Background: an optimization exercise with open tools, aiming at a short achievable clock period and few clock cycles. Do not read the settings as production practice.
Function was checked by simulation only, so behaviour that the tests miss may differ from the original.

$ cat flow/constraint.sdc
create_clock -name core_clock -period 9.0 [get_ports {clk}]
set_input_delay 1.8000 -clock core_clock [delete_from_list [all_inputs] [get_ports {clk}]]
set_output_delay 1.8000 -clock core_clock [all_outputs]
set_load 0.01 [all_outputs]
$ cat flow/design.v
package cpu_types_pkg;
   typedef logic [31:0] word_t;
   typedef logic [4:0]  reg_addr_t;
   typedef logic [4:0]  alu_op_t;    
   typedef logic [1:0]  wd_sel_t;
   localparam wd_sel_t wd_alu  = 2'd0;
   localparam wd_sel_t wd_pc4  = 2'd1;
   localparam wd_sel_t wd_load = 2'd3;
   typedef enum logic [1:0] {
      step_fetch  = 2'd0,
      step_decode = 2'd1,
      step_mem    = 2'd2,
      step_write  = 2'd3
   } step_t;
   typedef struct packed {
      logic    pc_enable;
      logic    pc_load;
      logic    reg_re1;
      logic    reg_re2;
      logic    reg_we;
      logic    alu_sel1;       
      logic    alu_sel2;       
      alu_op_t alu_op;
      logic    target_load;
      wd_sel_t wd_sel;
      logic    ram_addr_sel;   
      logic    inst_load;
      logic    inst_mux_sel;   
   } ctrl_t;
   typedef struct packed {
      logic [6:0] opcode;
      logic [2:0] funct3;
      logic       bit20;
      logic       bit30;
      logic       cmp_out;
   } decode_t;
endpackage
package isa_pkg;
   typedef enum logic [6:0] {
      OP_IMM   = 7'b0010011,
      LUI      = 7'b0110111,
      AUIPC    = 7'b0010111,
      OP       = 7'b0110011,
      JAL      = 7'b1101111,
      JALR     = 7'b1100111,
      BRANCH   = 7'b1100011,
      LOAD     = 7'b0000011,
      STORE    = 7'b0100011,
      MISC_MEM = 7'b0001111,
      SYSTEM   = 7'b1110011
   } opcode_t;
   localparam logic [2:0] f3_add_sub = 3'b000;
   localparam logic [2:0] f3_sll     = 3'b001;
   localparam logic [2:0] f3_slt     = 3'b010;
   localparam logic [2:0] f3_sltu    = 3'b011;
   localparam logic [2:0] f3_xor     = 3'b100;
   localparam logic [2:0] f3_srl_sra = 3'b101;
   localparam logic [2:0] f3_or      = 3'b110;
   localparam logic [2:0] f3_and     = 3'b111;
   localparam logic [2:0] f3_beq  = 3'b000;
   localparam logic [2:0] f3_bne  = 3'b001;
   localparam logic [2:0] f3_blt  = 3'b100;
   localparam logic [2:0] f3_bge  = 3'b101;
   localparam logic [2:0] f3_bltu = 3'b110;
   localparam logic [2:0] f3_bgeu = 3'b111;
endpackage
`timescale 1ns/1ps
module ks_add #(
   parameter int W = 32
) (
   input  logic [W-1:0] a,
   input  logic [W-1:0] b,
   input  logic         cin,
   output logic [W-1:0] sum,
   output logic         cout
);
   localparam int L = $clog2(W);
   logic [W-1:0] p0;
   logic [W-1:0] g [L+1];
   logic [W-1:0] p [L+1];
   assign p0   = a ^ b;
   assign g[0] = (a & b) | {{(W-1){1'b0}}, p0[0] & cin};
   assign p[0] = p0;
   for (genvar l = 0; l < L; l++) begin : g_level
      localparam int D = 1 << l;
      for (genvar i = 0; i < W; i++) begin : g_bit
         if (i >= D) begin : g_merge
            assign g[l+1][i] = g[l][i] | (p[l][i] & g[l][i-D]);
            assign p[l+1][i] = p[l][i] & p[l][i-D];
         end else begin : g_pass
            assign g[l+1][i] = g[l][i];
            assign p[l+1][i] = p[l][i];
         end
      end
   end
   assign sum  = p0 ^ {g[L][W-2:0], cin};
   assign cout = g[L][W-1];
endmodule
`timescale 1ns/1ps
module cpu_top (
   input  logic                 clk,
   input  logic                 reset,
   input  cpu_types_pkg::word_t ram_rdata,
   output cpu_types_pkg::word_t ram_addr,
   output cpu_types_pkg::word_t ram_wdata,
   output logic                 ram_re,
   output logic                 ram_we,
   output logic                 halt
);
   localparam logic [6:0] OP_IMM = 7'b0010011;
   localparam logic [6:0] LUI    = 7'b0110111;
   localparam logic [6:0] AUIPC  = 7'b0010111;
   localparam logic [6:0] OP     = 7'b0110011;
   localparam logic [6:0] JAL    = 7'b1101111;
   localparam logic [6:0] JALR   = 7'b1100111;
   localparam logic [6:0] BRANCH = 7'b1100011;
   localparam logic [6:0] LOAD   = 7'b0000011;
   localparam logic [6:0] STORE  = 7'b0100011;
   localparam logic [6:0] SYSTEM = 7'b1110011;
   logic [11:0]  addr_q;     
   logic         re_q, we_q;
   logic         fetch_q;    
   logic         from_ic_q;  
   logic [11:0]  fpc_q;      
   logic [31:0]  wdata_q;
   logic         halt_q;
   logic [11:0]  seq_q;      
   logic [31:12] pc_hi;      
   assign ram_addr  = {20'b0, addr_q};
   assign ram_re    = re_q;
   assign ram_we    = we_q;
   assign ram_wdata = wdata_q;
   assign halt      = halt_q;
   logic [31:1][31:0] rf;
   logic        wa_en, wq_en, wb_en;
   logic [4:0]  wa_rd, wq_rd, wb_rd;
   logic [31:0] wa_data, wq_data, wb_data;
   always_ff @(posedge clk) begin
      for (int i = 1; i < 32; i++) begin
         if (wq_en && wq_rd == 5'(i)) begin
            rf[i] <= wq_data;
         end else if (wb_en && wb_rd == 5'(i)) begin
            rf[i] <= wb_data;
         end
      end
   end
   logic        a_valid;    
   logic        a_ic;       
   logic        a_bh, a_bt;  
   logic [11:0] a_pc;
   logic [31:0] ic_q;
   logic [31:0] a_inst;
   logic        a_is_jal, a_is_br, a_pred, a_stay;
   logic [11:0] a_joff, a_boff;
   logic [11:0] a_jsum, a_bsum;
   logic        a_jc, a_bc, a_jstay, a_bstay;
   logic [11:0] a_tgt;
   logic [31:0] r;
   assign r        = ram_rdata;
   assign a_inst   = a_ic ? ic_q : ram_rdata;
   assign a_is_jal = r[6:0] == JAL;
   assign a_is_br  = r[6:0] == BRANCH;
   assign a_joff   = {r[20], r[30:21], 1'b0};
   assign a_boff   = {r[7], r[30:25], r[11:8], 1'b0};
   ks_add #(.W(12)) u_jadd (.a(a_pc), .b(a_joff), .cin(1'b0), .sum(a_jsum), .cout(a_jc));
   ks_add #(.W(12)) u_badd (.a(a_pc), .b(a_boff), .cin(1'b0), .sum(a_bsum), .cout(a_bc));
   assign a_jstay  = a_jc ? ({r[31], r[19:12]} == 9'h1ff) : ({r[31], r[19:12]} == 9'h000);
   assign a_bstay  = a_bc == r[31];
   logic        pa_v;       
   logic [4:0]  pa_rd;
   logic [11:0] pa_pc;
   logic        a_is_jalr, a_fuse, a_rc, a_rstay;
   logic [11:0] a_rsum;
   assign a_is_jalr = r[6:0] == JALR;
   ks_add #(.W(12)) u_radd (.a(pa_pc), .b(r[31:20]), .cin(1'b0), .sum(a_rsum), .cout(a_rc));
   assign a_rstay = a_rc == r[31];
   assign a_fuse  = a_is_jalr && pa_v && r[19:15] == pa_rd && a_pc == pa_pc + 12'd4;
   assign a_tgt    = a_is_jal ? a_jsum : (a_is_jalr ? {a_rsum[11:1], 1'b0} : a_bsum);
   assign a_stay   = a_is_jal ? a_jstay : (a_is_jalr ? a_rstay : a_bstay);
   logic a_spred;
   assign a_spred  = !a_ic && (a_is_jal || (a_is_br && r[31]) || a_fuse);
   assign a_pred   = a_bh ? a_bt : a_spred;
   logic [1:0]  iq_v;
   logic [31:0] iq_inst0, iq_inst1;
   logic [11:0] iq_pc0, iq_pc1;
   logic        iq_pred0, iq_pred1, iq_stay0, iq_stay1;
   logic        e_valid;
   logic [11:0] e_pc;
   logic [31:0] e_imm;
   logic        e_pred, e_stay, e_brnop, e_last, e_brc;
   logic [4:0]  e_rd, e_rs1, e_rs2;
   logic        e_use1, e_use2;
   logic        e_wr, e_ld, e_st, e_br, e_jal, e_jalr, e_link, e_ebreak;
   logic        e_inv;
   logic [2:0]  e_f3, e_bf3;
   logic        e_sra;
   logic [31:0] ra, rb;
   logic [4:0]  e_shamt;    
   logic        m_ld, w_ld;
   logic [4:0]  m_rd, w_rd;
   logic        stall_ld, e_exec;
   logic [31:0] pc_full, pc4_full, tgt_br;
   logic [31:0] sum, alu_res, result;
   logic        cout, eq, lt, ltu, taken, jumps;
   logic        redirect_e;
   logic [31:0] tgt_e;
   logic [11:0] agu;
   logic        port_mem;
   assign stall_ld = (e_use1 && ((m_ld && m_rd == e_rs1) || (w_ld && w_rd == e_rs1))) ||
                     (e_use2 && ((m_ld && m_rd == e_rs2) || (w_ld && w_rd == e_rs2)));
   logic        e_shift, m_sh, stall_sh;
   logic [4:0]  m_sh_rd;
   assign stall_sh = m_sh && ((e_use1 && m_sh_rd == e_rs1) || (e_use2 && m_sh_rd == e_rs2));
   assign e_exec   = e_valid && !stall_ld && !stall_sh && !halt_q;
   assign pc_full  = {pc_hi, e_pc};
   assign pc4_full = pc_full + 32'd4;
   ks_add #(.W(32)) u_add (
      .a    (ra),
      .b    (rb),
      .cin  (e_inv),
      .sum  (sum),
      .cout (cout)
   );
   assign ltu = !cout;
   assign lt  = (ra[31] == rb[31]) ? ra[31] : ltu;
   assign eq  = &(ra ^ rb);
   always_comb begin
      case (e_f3)
         3'd0:    alu_res = sum;
         3'd1:    alu_res = ra << e_shamt;
         3'd2:    alu_res = {31'b0, lt};
         3'd3:    alu_res = {31'b0, ltu};
         3'd4:    alu_res = ra ^ rb;
         3'd5:    alu_res = e_sra ? 32'($signed(ra) >>> e_shamt) : ra >> e_shamt;
         3'd6:    alu_res = ra | rb;
         default: alu_res = ra & rb;
      endcase
   end
   assign result = e_link ? pc4_full : alu_res;
   always_comb begin
      case (e_bf3)
         3'd0:    taken = eq;
         3'd1:    taken = !eq;
         3'd4:    taken = lt;
         3'd5:    taken = !lt;
         3'd6:    taken = ltu;
         3'd7:    taken = !ltu;
         default: taken = 1'b0;
      endcase
   end
   assign tgt_br = pc_full + e_imm;
   assign jumps = e_jal || e_jalr || (e_brc && taken);
   logic        rd_t, rd_n;
   logic [31:0] tgt_t;
   assign rd_t       = !e_pred || !e_stay;
   assign rd_n       = e_pred || e_last;
   assign tgt_t      = e_jalr ? {sum[31:1], 1'b0} : tgt_br;
   assign redirect_e = e_exec && (jumps ? rd_t : rd_n);
   assign tgt_e      = jumps ? tgt_t : pc4_full;
   assign agu      = ra[11:0] + e_imm[11:0];
   assign port_mem = e_exec && (e_st || e_ld);
   assign wa_en   = e_exec && e_wr;
   logic  wa_fwd;
   assign wa_fwd  = wa_en && !e_shift;
   assign wa_rd   = e_rd;
   assign wa_data = result;
   assign wb_en   = w_ld;
   assign wb_data = ram_rdata;
   assign wb_rd   = w_rd;
   logic        e_free, src_v, src_iq, load_e;
   logic [31:0] s_inst;
   logic [11:0] s_pc;
   logic        s_pred, s_stay;
   logic [6:0]  s_op;
   logic [4:0]  s_rs1, s_rs2, s_rd;
   logic        is_op, is_opi, is_lui, is_auipc, is_jal, is_jalr, is_br, is_ld, is_st;
   logic        s_inv, s_a_pc, s_b_imm;
   logic [31:0] s_imm, rf_rs1, rf_rs2, s_r1, s_r2, s_ra, s_rb;
   logic        redirect_d;
   assign e_free = !e_valid || e_exec;
   assign src_iq = iq_v[0];
   assign src_v  = iq_v[0] || a_valid;
   assign load_e = e_free && src_v;    
   assign s_inst = src_iq ? iq_inst0 : a_inst;
   assign s_pc   = src_iq ? iq_pc0   : a_pc;
   assign s_pred = src_iq ? iq_pred0 : a_pred;
   assign s_stay = src_iq ? iq_stay0 : a_stay;
   assign s_op   = s_inst[6:0];
   assign s_rs1  = s_inst[19:15];
   assign s_rs2  = s_inst[24:20];
   assign s_rd   = s_inst[11:7];
   assign is_op    = s_op == OP;
   assign is_opi   = s_op == OP_IMM;
   assign is_lui   = s_op == LUI;
   assign is_auipc = s_op == AUIPC;
   assign is_jal   = s_op == JAL;
   assign is_jalr  = s_op == JALR;
   assign is_br    = s_op == BRANCH;
   assign is_ld    = s_op == LOAD;
   assign is_st    = s_op == STORE;
   assign s_inv   = is_br ||
                    (is_op && s_inst[14:12] == 3'd0 && s_inst[30]) ||
                    ((is_op || is_opi) && s_inst[14:13] == 2'b01);
   assign s_a_pc  = is_auipc;
   assign s_b_imm = is_opi || is_lui || is_auipc || is_jalr;
   always_comb begin
      if (is_st)
         s_imm = {{20{s_inst[31]}}, s_inst[31:25], s_inst[11:7]};
      else if (is_lui || is_auipc)
         s_imm = {s_inst[31:12], 12'b0};
      else if (is_br)
         s_imm = {{19{s_inst[31]}}, s_inst[31], s_inst[7], s_inst[30:25], s_inst[11:8], 1'b0};
      else if (is_jal)
         s_imm = {{11{s_inst[31]}}, s_inst[31], s_inst[19:12], s_inst[20], s_inst[30:21], 1'b0};
      else
         s_imm = {{20{s_inst[31]}}, s_inst[31:20]};
   end
   logic [31:0][31:0] rf0;
   logic [31:0]       f_inst;
   assign rf0    = {rf, 32'b0};
   assign f_inst = src_iq ? iq_inst0 : ic_q;
   assign rf_rs1 = (src_iq || a_ic) ? rf0[f_inst[19:15]] : rf0[r[19:15]];
   assign rf_rs2 = (src_iq || a_ic) ? rf0[f_inst[24:20]] : rf0[r[24:20]];
   always_comb begin
      if (wa_fwd && wa_rd == s_rs1)     s_r1 = wa_data;
      else if (wq_en && wq_rd == s_rs1) s_r1 = wq_data;
      else if (wb_en && wb_rd == s_rs1) s_r1 = wb_data;
      else                              s_r1 = rf_rs1;
      if (wa_fwd && wa_rd == s_rs2)     s_r2 = wa_data;
      else if (wq_en && wq_rd == s_rs2) s_r2 = wq_data;
      else if (wb_en && wb_rd == s_rs2) s_r2 = wb_data;
      else                              s_r2 = rf_rs2;
   end
   assign s_ra = s_a_pc ? {pc_hi, s_pc} : (is_lui ? 32'b0 : s_r1);
   assign s_rb = (s_b_imm ? s_imm : s_r2) ^ {32{s_inv}};
   assign redirect_d = a_valid && !a_bh && a_spred && !redirect_e;
   logic [11:0] seq_now, next_pc;
   logic [1:0]  iq_cnt_next;
   logic        can_fetch, pop, push;
   localparam int NB = 4;
   logic [NB-1:0] bt_v, bt_t, bt_hit_f, bt_hit_e;
   logic [11:2]   bt_pc  [NB];
   logic [11:2]   bt_tgt [NB];
   logic [1:0]    bt_ptr;
   logic          f_hit, f_taken;
   logic [11:2]   f_tgt;
   logic          u_v, u_jump, u_stay;
   logic [11:2]   u_pc, u_tgt;
   always_comb begin
      f_tgt = '0;
      for (int i = 0; i < NB; i++) begin
         bt_hit_f[i] = bt_v[i] && bt_pc[i] == fpc_q[11:2];
         bt_hit_e[i] = bt_v[i] && bt_pc[i] == u_pc;
         f_tgt       = f_tgt | (bt_tgt[i] & {10{bt_hit_f[i]}});
      end
   end
   assign f_hit   = |bt_hit_f;
   assign f_taken = |(bt_hit_f & bt_t);
   always_ff @(posedge clk) begin
      u_pc   <= e_pc[11:2];
      u_tgt  <= tgt_br[11:2];
      u_jump <= jumps;
      u_stay <= e_stay;
   end
   always_ff @(posedge clk) begin
      if (reset) begin
         u_v    <= 1'b0;
         bt_v   <= '0;
         bt_ptr <= 2'd0;
      end else begin
         u_v <= e_exec && (e_br || e_jal) && !e_brnop;
         if (u_v) begin
            if (|bt_hit_e) begin
               for (int i = 0; i < NB; i++) begin
                  if (bt_hit_e[i]) bt_t[i] <= u_jump;
               end
            end else if (u_jump && u_stay) begin
               bt_v[bt_ptr]   <= 1'b1;
               bt_t[bt_ptr]   <= 1'b1;
               bt_pc[bt_ptr]  <= u_pc;
               bt_tgt[bt_ptr] <= u_tgt;
               bt_ptr         <= bt_ptr + 2'd1;
            end
         end
      end
   end
   assign seq_now = !fetch_q ? seq_q : ((f_hit && f_taken) ? {f_tgt, 2'b00} : fpc_q + 12'd4);
   logic [11:0] np_nored, np_t, np_n;
   assign np_nored = (a_valid && !a_bh && a_spred) ? a_tgt : seq_now;
   assign np_t     = rd_t ? tgt_t[11:0] : np_nored;
   assign np_n     = rd_n ? pc4_full[11:0] : np_nored;
   assign next_pc  = !e_exec ? np_nored : (jumps ? np_t : np_n);
   assign pop  = load_e && src_iq;
   assign push = a_valid && !(load_e && !src_iq);
   always_comb begin
      logic [1:0] c;
      c = {1'b0, iq_v[0]} + {1'b0, iq_v[1]};
      if (pop)  c = c - 2'd1;
      if (push) c = c + 2'd1;
      iq_cnt_next = c;
   end
   logic fetch_room, ic_go;
   assign fetch_room = !halt_q && ({1'b0, iq_cnt_next} + {2'b0, fetch_q} <= 3'd1);
   assign can_fetch  = !port_mem && fetch_room;
   logic [15:0]  ic_v;
   logic [11:6]  ic_tag  [16];
   logic [31:0]  ic_data [16];
   logic         a_plain;
   logic         st_v, fl_v, fl_plain;
   logic [11:2]  st_a, fl_pc;
   logic [31:0]  fl_data;
   assign a_plain = !(a_is_jal || a_is_br || a_is_jalr);
   logic [11:0] seq_nb;
   assign seq_nb  = fetch_q ? fpc_q + 12'd4 : seq_q;
   assign ic_go   = fetch_room && !(a_valid && !a_bh && a_spred) && !(fetch_q && f_hit && f_taken) &&
                    ic_v[seq_nb[5:2]] && ic_tag[seq_nb[5:2]] == seq_nb[11:6];
   always_ff @(posedge clk) begin
      st_a     <= agu[11:2];
      fl_pc    <= a_pc[11:2];
      fl_plain <= a_plain;
      fl_data  <= ram_rdata;
      if (reset) begin
         ic_v <= '0;
         st_v <= 1'b0;
         fl_v <= 1'b0;
      end else begin
         st_v <= e_exec && e_st;
         fl_v <= a_valid && !a_ic;
         if (fl_v) begin
            ic_v[fl_pc[5:2]]    <= fl_plain;
            ic_tag[fl_pc[5:2]]  <= fl_pc[11:6];
            ic_data[fl_pc[5:2]] <= fl_data;
         end
         if (st_v && ic_tag[st_a[5:2]] == st_a[11:6]) begin
            ic_v[st_a[5:2]] <= 1'b0;
         end
      end
   end
   always_ff @(posedge clk) begin
      ic_q <= ic_data[fpc_q[5:2]];
   end
   always_ff @(posedge clk) begin
      if (reset) begin
         addr_q  <= 12'b0;
         fpc_q   <= 12'b0;
         from_ic_q <= 1'b0;
         a_ic    <= 1'b0;
         a_bh    <= 1'b0;
         pa_v    <= 1'b0;
         pc_hi   <= 20'b0;
         re_q    <= 1'b1;
         we_q    <= 1'b0;
         fetch_q <= 1'b1;
         halt_q  <= 1'b0;
         a_valid <= 1'b0;
         e_valid <= 1'b0;
         iq_v    <= 2'b0;
         m_ld    <= 1'b0;
         m_sh    <= 1'b0;
         w_ld    <= 1'b0;
         wq_en   <= 1'b0;
      end else begin
         if (port_mem) begin
            addr_q  <= agu;
            re_q    <= e_ld;
            we_q    <= e_st;
            if (ic_go) begin
               fetch_q   <= 1'b1;
               from_ic_q <= 1'b1;
               fpc_q     <= seq_nb;
            end else begin
               fetch_q <= 1'b0;
               seq_q   <= next_pc;
            end
         end else if (can_fetch) begin
            addr_q    <= next_pc;
            fpc_q     <= next_pc;
            re_q      <= 1'b1;
            we_q      <= 1'b0;
            fetch_q   <= 1'b1;
            from_ic_q <= 1'b0;
         end else begin
            re_q    <= 1'b0;
            we_q    <= 1'b0;
            fetch_q <= 1'b0;
            seq_q   <= next_pc;
         end
         if (redirect_e) begin
            pc_hi <= tgt_e[31:12];
         end
         a_valid <= fetch_q && !redirect_e && !redirect_d;
         a_pc    <= fpc_q;
         a_ic    <= from_ic_q;
         a_bh    <= f_hit;
         if (redirect_e) begin
            pa_v <= 1'b0;
         end else if (a_valid) begin
            pa_v <= a_inst[6:0] == AUIPC && a_inst[31:12] == 20'b0 && a_inst[11:7] != 5'd0;
         end
         if (a_valid) begin
            pa_rd <= a_inst[11:7];
            pa_pc <= a_pc;
         end
         a_bt    <= f_taken;
         halt_q <= halt_q || (e_exec && e_ebreak);
         wq_en <= wa_en;
         m_ld <= e_exec && e_ld;
         m_sh <= wa_en && e_shift;
         m_rd <= e_rd;
         w_ld <= m_ld && !(wa_en && wa_rd == m_rd);
         w_rd <= m_rd;
         if (redirect_e) begin
            iq_v <= 2'b0;
         end else begin
            logic [1:0] v;
            v = iq_v;
            if (pop) v = {1'b0, iq_v[1]};
            if (push) begin
               if (!v[0]) v[0] = 1'b1;
               else       v[1] = 1'b1;
            end
            iq_v <= v;
         end
         if (e_free) begin
            e_valid <= src_v && !redirect_e && !halt_q;
         end
      end
   end
   always_ff @(posedge clk) begin
      m_sh_rd <= e_rd;
      wq_rd   <= wa_rd;
      wq_data <= wa_data;
   end
   always_ff @(posedge clk) begin
      if (pop) begin
         iq_inst0 <= iq_inst1;
         iq_pc0   <= iq_pc1;
         iq_pred0 <= iq_pred1;
         iq_stay0 <= iq_stay1;
      end
      if (push) begin
         if (!iq_v[0] || (pop && !iq_v[1])) begin
            iq_inst0 <= a_inst;
            iq_pc0   <= a_pc;
            iq_pred0 <= a_pred;
            iq_stay0 <= a_stay;
         end else begin
            iq_inst1 <= a_inst;
            iq_pc1   <= a_pc;
            iq_pred1 <= a_pred;
            iq_stay1 <= a_stay;
         end
      end
   end
   always_ff @(posedge clk) begin
      if (load_e) begin
         e_pc     <= s_pc;
         e_last   <= s_pc[11:2] == 10'h3ff;
         e_pred   <= s_pred;
         e_stay   <= s_stay;
         e_brnop  <= {s_inst[31], s_inst[7], s_inst[30:25], s_inst[11:8]} == 12'd2;
         e_brc    <= is_br && {s_inst[31], s_inst[7], s_inst[30:25], s_inst[11:8]} != 12'd2;
         e_rd     <= s_rd;
         e_rs1    <= s_rs1;
         e_rs2    <= s_rs2;
         e_use1   <= is_op || is_opi || is_ld || is_st || is_br || is_jalr;
         e_use2   <= is_op || is_st || is_br;
         e_wr     <= (is_op || is_opi || is_lui || is_auipc || is_jal || is_jalr) && s_rd != 5'd0;
         e_ld     <= is_ld && s_rd != 5'd0;
         e_st     <= is_st;
         e_br     <= is_br;
         e_jal    <= is_jal;
         e_jalr   <= is_jalr;
         e_link   <= is_jal || is_jalr;
         e_ebreak <= s_op == SYSTEM && s_inst[20];
         e_inv    <= s_inv;
         e_f3     <= (is_op || is_opi) ? s_inst[14:12] : 3'd0;
         e_shift  <= (is_op || is_opi) && s_inst[13:12] == 2'b01;
         e_bf3    <= s_inst[14:12];
         e_sra    <= s_inst[30];
         e_imm    <= s_imm;
      end
      if (load_e) begin
         ra      <= s_ra;
         rb      <= s_rb;
         e_shamt <= s_rb[4:0];
      end else begin
         if (wq_en && e_use1 && wq_rd == e_rs1)      ra <= wq_data;
         else if (wb_en && e_use1 && wb_rd == e_rs1) ra <= wb_data;
         if (wq_en && e_use2 && wq_rd == e_rs2) begin
            rb      <= wq_data ^ {32{e_inv}};
            e_shamt <= wq_data[4:0];
         end else if (wb_en && e_use2 && wb_rd == e_rs2) begin
            rb      <= wb_data ^ {32{e_inv}};
            e_shamt <= wb_data[4:0];
         end
      end
      if (port_mem) begin
         wdata_q <= rb;
      end
   end
endmodule
$ cat flow/run.sh
#!/bin/bash
# synth_recipe.tcl (not shown) runs the flow's synth.tcl, then flattens the netlist and writes it again
# the make line also repeats each setting of config.mk as NAME=value (left out here)
make -C /OpenROAD-flow-scripts/flow DESIGN_CONFIG=/design/flow/config.mk WORK_HOME=/design/flow/orfs CLKGATE_MAP_FILE= SYNTH_SCRIPT=/design/flow/synth_recipe.tcl finish
$ cat flow/config.mk
export PLATFORM = sky130hd
export DESIGN_NAME = cpu_top
export DESIGN_NICKNAME = cpu_top
export VERILOG_FILES = /design/flow/design.v
export SDC_FILE = /design/flow/constraint.sdc
export NUM_CORES = 4
export LEC_CHECK = 0
export ABC_CLOCK_PERIOD_IN_PS = 3000
export CAP_MARGIN = 20
export CORE_MARGIN = 2
export CORE_UTILIZATION = 40
export SETUP_SLACK_MARGIN = 5
export SLEW_MARGIN = 20
export TNS_END_PERCENT = 100
==> impl_metrics.toml <==
[run_status]
outcome = "finished clean"

[floorplanning]
boundaryPins = 101
design.core.area_um2 = 309000
std_cell_rows = 204
die-area_um2 = 314000
initial_core_utilization = 0.402
dieWidth_um = 561
floorplan.die.height_um = 561

[cts]
cts-buffers-inserted = 244
cts_hold_repair.buffers = 0
clock_h_tree_levels = 4
cts.reportedPaths.clkPinSlew_ns = 0.07
clock_tree_from_tritoncts = "built"
sink_count = 2241
cts_max_path_buffers = 4
clk_latency_ns = 0.94
cts-root-buf = "sky130_fd_sc_hd__clkbuf_16"

[layout]
design.final.nets = 9989
post_route_cells_drive_above_1_share = 0.366
syn2layout_area_growth_pct = 20.3
most-common-layout-cells = "sky130_fd_sc_hd__edfxtp_1, sky130_fd_sc_hd__mux2_2, sky130_fd_sc_hd__nand2_1"
final_common_cell = "sky130_fd_sc_hd__edfxtp_1"

[synth]
top_cell_type_by_total_area_after_synthesis = "sky130_fd_sc_hd__edfxtp_1"
netlist_area_um2 = 124000
synth_top_flop_cell = "sky130_fd_sc_hd__edfxtp_1"
dominant_combinational_cell_family_by_area_after_synthesis = "multiplexers"
post_synth_num_cell_types = 92
yosys_register_bits = 2241
synthSimpleGateAreaFrac = 0.0753
asyncSetResetFlopFracSynth = 0
synth_edf_count = 1966
ys_seq_area_frac = 0.521
synth_mux_area_frac = 0.245
post_synth_fa_ha_maj_area_fraction = 0.0165
synth_top_area_frac = 0.476
synthTopCellsByArea = "sky130_fd_sc_hd__edfxtp_1, sky130_fd_sc_hd__mux4_2, sky130_fd_sc_hd__mux2_2"
yosys_warnings = 7
post_synthesis_mean_instance_area_um2 = 13.0
post_synth_inst_count = 9556
compound_gate_portion_of_the_synthesized_area = 0.0837
synth_xor_area_frac = 0.0233

[sta]
grt_setup_unrepaired = "yes"
finalCritPeriodShare = 0.485
finalSetupTns_ns = 0
clock.fmax_ghz = 0.229
report.final.slew_viol_count = 0
timing.slew.headroom = 0.136
fin_skew_ns = 0.0657
finalCriticalPeriod_ns = 4.37
report.final.hold_viol_count = 0
setup_viol = 0
tightestPinTransition_ns = 1.30

[power_and_ir_drop]
power.clock.fraction = 0.325
max_rail_drop_vdd_mv = 0.180
combPwrFrac = 0.262
power_frac_seq = 0.413
total_leakage_power_uw = 0.0504
p_sw_uw = 9910
power.total_uw = 30600
power_density_nw_per_um2 = 205
power_switching_share = 0.324
intPower_uw = 20700

[setup_path]
crit_path_buf_inv_count = 6
worstPathRequired_ns = 9.71
ff_to_ff_end = "rb[25]$_DFFE_PP_"
path_cells = "buf_4 > mux2i_4 > inv_2 > mux2i_4 > buf_12 > buf_4 > buf_8 > buf_6 > o2111ai_1 > o211ai_1 > nor3_4 > a2111oi_4 > mux2_4 > a311o_1"
worst-r2r-cell-count = 14
rr_startpoint = "a_ic$_SDFF_PP0_"
worst-setup-path-type = "primary input to flop"
worst-endpoint-arrival_ns = 5.08
critical-path-max-stage-delay_ns = 0.41
ff_to_ff_setup_slack_ns = 4.65
crit_slowest_cell = "sky130_fd_sc_hd__buf_6"
cp-end-kind = "flop"
timing.critical_path.max_delay_family = "buffers and inverters"
path_max_fanout = 27
worstSetupStartpointType = "primary input"

[placed_design]
total_of_buffers_placed_on_input_and_output_ports = 80
post-dp-hpwl_um = 296000
gp_routability_congestion = 0.955

[global_routing]
grt.overflow.total = 0
grt_pass1_vias = 90900
grt_max_degree = 94
global_route.usage.total = 0.321
antenna_found_initial = 35
grt_first_pass_wirelength_um = 717000

[routing]
detail_route.wirelength_um = 527000
antenna_left = 0
detailedRoute.firstPassIterationCount = 10
route.detailed.vias_per_inst = 6.76
wl_per_cell_um = 37.3
post-route-drc-count = 0
detail_route.iter0.violations = 15100
vias = 95500

[job]
max_cap_viol_count = 0

[min_path]
worstHoldPathType = "flop to flop"
timing.hold.worst_endpoint = "bt_tgt[3][2]$_DFFE_PP_"
hold_path_startpoint = "u_tgt[4]$_DFF_P_"
worstHoldPathCells = 0
[cell usage after synthesis (all sizes together), types with 48 or more instances]
cell	number
nor2	508
and3	48
nor3	167
nand2	895
a21oi	406
buf	255
o211ai	53
o22ai	73
a21o	68
a221oi	71
xnor2	227
ha	152
edfxtp	1966
dfxtp	275
o21ai	412
nand3	146
a31oi	130
mux2i	236
clkbuf	675
mux2	995
nand4	77
xor2	103
inv	188
mux4	742
nand2b	52
a211oi	82
[stage by stage]
| stage | util | cells | hold WS [ns] | setup slack [ns] | area, um^2 |
|---|---|---|---|---|---|
| global route | 0.483 | 14100 | 0.484 | 4.62 | 149000 |
| floorplan | - | 9575 | 0.363 | 4.15 | 125000 |
| CTS | 0.472 | 13900 | 0.471 | 4.67 | 146000 |
| finish | 0.483 | 14100 | 0.474 | 4.63 | 149000 |
| detailed placement | 0.421 | 13100 | 0.447 | 2.03 | 130000 |
| global placement | 0.420 | 13100 | 0.450 | 2.07 | 130000 |
[worst register-to-register path, cell delays in order (launching register included)]
cell and delay, ns:
sky130_fd_sc_hd__dfxtp_2 0.32, sky130_fd_sc_hd__buf_6 0.38, sky130_fd_sc_hd__mux2i_4 0.46, sky130_fd_sc_hd__inv_2 0.07
sky130_fd_sc_hd__mux2i_4 0.19, sky130_fd_sc_hd__buf_12 0.17, sky130_fd_sc_hd__buf_4 0.12, sky130_fd_sc_hd__buf_8 0.30
sky130_fd_sc_hd__buf_6 0.52, sky130_fd_sc_hd__o2111ai_1 0.24, sky130_fd_sc_hd__o211ai_1 0.29, sky130_fd_sc_hd__nor3_4 0.12
sky130_fd_sc_hd__a2111oi_4 0.28, sky130_fd_sc_hd__mux2_4 0.33, sky130_fd_sc_hd__a311o_1 0.31
[cell type report]
| cell class | instances | area (um^2) |
|---|---|---|
| fillers | 26300 | 159000 |
| flip-flops and latches | 2241 | 64600 |
| multi-input cells | 6214 | 59900 |
| repair buffers | 875 | 10400 |
| clock buffers | 314 | 6620 |
| well taps | 4120 | 5150 |
| clock inverters | 128 | 1090 |
| inverters | 197 | 983 |
| repair inverters | 23 | 334 |
| diodes | 18 | 45.0 |
[how the worst max path moves through the flow]
stage | end | cells past startpoint | start | slack [ns]
3_3_place_gp | ra[18]$_DFFE_PP_ | 13 | ram_rdata[17] | 2.07
2_1_floorplan | rb[25]$_DFFE_PP_ | 12 | ram_rdata[23] | 4.15
6_report | rb[25]$_DFFE_PP_ | 14 | ram_rdata[21] | 4.63
5_1_grt | rb[6]$_DFFE_PP_ | 18 | ram_rdata[20] | 4.62
4_1_cts | fpc_q[6]$_SDFFE_PP0P_ | 13 | ram_rdata[4] | 4.67
3_5_place_dp | ra[18]$_DFFE_PP_ | 13 | ram_rdata[17] | 2.03
[power by group through the flow]
stage / Clock, uW / Combinational [uW] / Sequential (uW)
global route: 10400 / 8300 / 12700
CTS: 9980 / 7390 / 12600
global placement: 0 / 6430 / 12900
detailed placement: 0 / 6500 / 12900
finish: 9960 / 8020 / 12600
floorplan: 0 / 4560 / 12400
[registers in the layout, summed over array words and instances (netlist names), 40 cells and up]
name / cells
bt_tgt: 40
ic_data: 512
bt_pc: 40
rf: 992
ic_tag: 96
[cell families after synthesis]
logic type / after synthesis
AND/OR/NAND/NOR: 2099
flip-flops: 2241
multiplexers: 1973
buffers and inverters: 1127
other: 1
adder cells (fa/ha/maj): 159
AO/OA/AOI/OAI: 1626
XOR/XNOR: 330
[timing repair]
item                                    4_1_cts  5_1_grt
pin swaps                                   160      183
cloned                                       81       21
hold endpoints to repair                      0        0
buffers inserted                            281      140
resized for setup                           970      371
endpoints found under the setup margin      441      236
[metal layers]
| metal | GRT usage | vias up | part of all wire |
|---|---|---|---|
| li1 | - | 37500 | - |
| met2 | 0.479 | 7648 | 0.43 |
| met5 | 0.00602 | - | 0.00076 |
| met3 | 0.101 | 2103 | 0.13 |
| met1 | 0.401 | 48300 | 0.35 |
| met4 | 0.213 | 26 | 0.084 |
Testbench counts, summed over its fixed seeds: cycles 159,244.

==> re-timing with driven ports <==
No port has a modelled driver above. Below, the same layout with a new extraction and two added sets of constraints.
Step 1 assumes that a clkbuf_16 drives the clock port and a buf_2 every other input.
Step 2, shift: input delay + t, output delay - t, t = (earliest + latest rising clock arrival at the registers) / 2. This alone moves slack from input paths to output paths.
a / b / c = no drivers / after step 1 / after step 2; a / b = the first two.
t, ns: 1.032
slack for setup (ns): 4.631 / 4.654 / 3.663
worst setup path at the end: input to register
After both steps this run still meets setup and hold. For this run, drivers alone change the setup slack by +0.023 ns; drivers and shift together by -0.968 ns.
